Source: an optimization exercise on an open RTL-to-GDS flow (aim: small area and a short achievable clock period). Production flows keep margins and buffers that such runs may drop.
The RTL was checked by simulation tests, not by an equivalence proof against the original design.
Power is estimated from default activity; no workload was simulated.

Design dma_bound_checker_wr, start of the top module:
module dma_bound_checker_wr #(
  parameter int NUM_ENTRIES = 8,
  parameter int ADDR_W      = 64,
  parameter int DATA_W      = 128,
  parameter int ID_W        = 5,
  parameter int CNT_W       = 16,
  parameter int IDX_W       = (NUM_ENTRIES > 1) ? $clog2(NUM_ENTRIES) : 1
) (
  input  logic                clock,
  input  logic                reset,
  input  logic                s_axi_aw_valid,
  output logic                s_axi_aw_ready,
  input  logic [ID_W-1:0]     s_axi_aw_bits_id,
  input  logic [ADDR_W-1:0]   s_axi_aw_bits_addr,
  input  logic [7:0]          s_axi_aw_bits_len,
  input  logic [2:0]          s_axi_aw_bits_size,
  input  logic [1:0]          s_axi_aw_bits_burst,
  input  logic                s_axi_w_valid,
  output logic                s_axi_w_ready,
  input  logic [DATA_W-1:0]   s_axi_w_bits_data,
  input  logic [DATA_W/8-1:0] s_axi_w_bits_strb,
  input  logic                s_axi_w_bits_last,
  output logic                s_axi_b_valid,
  input  logic                s_axi_b_ready,
  output logic [ID_W-1:0]     s_axi_b_bits_id,
  output logic [1:0]          s_axi_b_bits_resp,
  output logic                m_axi_aw_valid,
  input  logic                m_axi_aw_ready,
  output logic [ID_W-1:0]     m_axi_aw_bits_id,
  output logic [ADDR_W-1:0]   m_axi_aw_bits_addr,
  output logic [7:0]          m_axi_aw_bits_len,
  output logic [2:0]          m_axi_aw_bits_size,
  output logic [1:0]          m_axi_aw_bits_burst,
  output logic                m_axi_w_valid,
  input  logic                m_axi_w_ready,
  output logic [DATA_W-1:0]   m_axi_w_bits_data,
  output logic [DATA_W/8-1:0] m_axi_w_bits_strb,
  output logic                m_axi_w_bits_last,
  input  logic                m_axi_b_valid,
  output logic                m_axi_b_ready,
  input  logic [ID_W-1:0]     m_axi_b_bits_id,
  input  logic [1:0]          m_axi_b_bits_resp,
  input  logic                cfg_enable,
  input  logic                cfg_we,
  input  logic [IDX_W-1:0]    cfg_idx,
  input  logic [ADDR_W-1:0]   cfg_base,
  input  logic [ADDR_W-1:0]   cfg_bound,
  input  logic                cfg_entry_valid,
  input  logic                err_clr,
  output logic                err_valid,
  output logic [ADDR_W-1:0]   err_addr,
  output logic [ID_W-1:0]     err_id,
  ...
For scale: about 1300 flip-flops, ~700 I/O pins.
clock: 12.0 ns
lec_check: 0
cap_margin: 20
core_margin: 2
core_utilization: 60
cts_buf_list: sky130_fd_sc_hd__clkbuf_8
cts_cluster_diameter: 60
cts_cluster_size: 14
place_density: 0.7
slew_margin: 20
standard.sh (not shown) runs the stock make flow with config.mk's settings and CLKGATE_MAP_FILE= SYNTH_SCRIPT=/design/flow/synth_recipe.tcl, a recipe that flattens the netlist after the stock synthesis.
==> flow/flow/run.sh <==
#!/bin/bash
export SETUP_SLACK_MARGIN=6.8
export BUFFER_PORTS_ARGS="-buffer_cell sky130_fd_sc_hd__buf_1"
bash standard.sh > standard.log 2>&1
Change:
==> flow/run.sh (new file) <==
#!/bin/bash
# synth_recipe.tcl (not shown) runs the flow's synth.tcl, then flattens the netlist and writes it again
# the make line also repeats each setting of config.mk as NAME=value (left out here)
make -C /OpenROAD-flow-scripts/flow DESIGN_CONFIG=/design/flow/config.mk WORK_HOME=/design/flow/orfs CLKGATE_MAP_FILE= SYNTH_SCRIPT=/design/flow/synth_recipe.tcl finish
- CORE_UTILIZATION: 60 -> 65
- PLACE_DENSITY: 0.7 -> 0.72
- SETUP_SLACK_MARGIN: not set -> 5
removed: flow/flow/run.sh
removed: flow/standard.sh
Power increases by 2.2%.
Design area increases by 2.9%.
Utilization increases by 7.1 points.
Worst hold slack gets worse by 0.0043 ns.
Synthesized cell count does not change.
Wire length decreases by 2.9%.
Change:
==> flow/flow/run.sh (new file) <==
#!/bin/bash
export SETUP_SLACK_MARGIN=7.0
export BUFFER_PORTS_ARGS="-buffer_cell sky130_fd_sc_hd__buf_1"
bash standard.sh > standard.log 2>&1
==> flow/standard.sh (new file) <==
#!/bin/bash
# synth_recipe.tcl (not shown) runs the flow's synth.tcl, then flattens the netlist and writes it again
# the make line also repeats each setting of config.mk as NAME=value (left out here)
make -C /OpenROAD-flow-scripts/flow DESIGN_CONFIG=/design/flow/config.mk WORK_HOME=/design/flow/orfs CLKGATE_MAP_FILE= SYNTH_SCRIPT=/design/flow/synth_recipe.tcl "${@:-finish}"
- SETUP_SLACK_MARGIN: 5 -> not set
removed: flow/run.sh
Result:
- The changed run passed the timing, design-rule and antenna checks
- core utilization decreases by 1.4 points
- final area decreases by 2.0%
- clock power increases by about 2%
- setup slack gets better by 1.3 ns
- first-iteration DRC count decreases by 6.6%
- sequential power hardly moves
- routed wire length increases by 1.4%
- non-clock buffer count increases by 56
- clock skew increases by 0.020 ns
- via count increases by 0.96%
- count of clock-buffer cells in the layout is unchanged
Change:
- CTS_BUF_LIST: sky130_fd_sc_hd__clkbuf_8 -> not set
- CTS_CLUSTER_DIAMETER: 60 -> not set
- CTS_CLUSTER_SIZE: 14 -> not set
What happened:
- The new run went through all stages and came out clean
- total power came out higher by 14%
- maximum frequency barely changes
- synthesized area is unchanged
- global-route usage came out higher by 0.49 points
- wire length came out higher by about 0.6%
- final cell count came out higher by about 0.5%
- die area stays the same
- flip-flop and latch count stays the same
- sequential power stays flat
- setup slack hardly moves
- worst hold slack gets better by 0.0035 ns

==> port drivers added, routing unchanged <==
Ports are ideal in the flow. The routed layouts listed here were re-timed in OpenROAD.
Step 1: set_driving_cell puts a clkbuf_16 on clock and a buf_2 on each other input, an assumption about the parent block.
Step 2 adds t to the input delays and takes it off the output delays; t is the mean of the earliest and latest rising clock arrival at the registers after step 1. Input paths then give back, and output paths get back, about the clock's delay inside the block.
Three values: ideal ports, drivers, drivers and shift; two values: the first two.
run	t, ns	setup slack, ns	worst register clock-pin slew, ns
the first run	0.868	6.711 / 6.677 / 6.007	0.11 / 0.11
the second run	0.879	5.521 / 5.563 / 4.685	0.10 / 0.10
the third run	0.869	6.783 / 6.744 / 6.099	0.11 / 0.11
the fourth run	0.817	6.781 / 6.728 / 6.058	0.07 / 0.07
After both steps setup and hold are still met in every run listed. For the second run, which loses most, drivers alone change the setup slack by +0.042 ns; drivers and shift together by -0.836 ns.
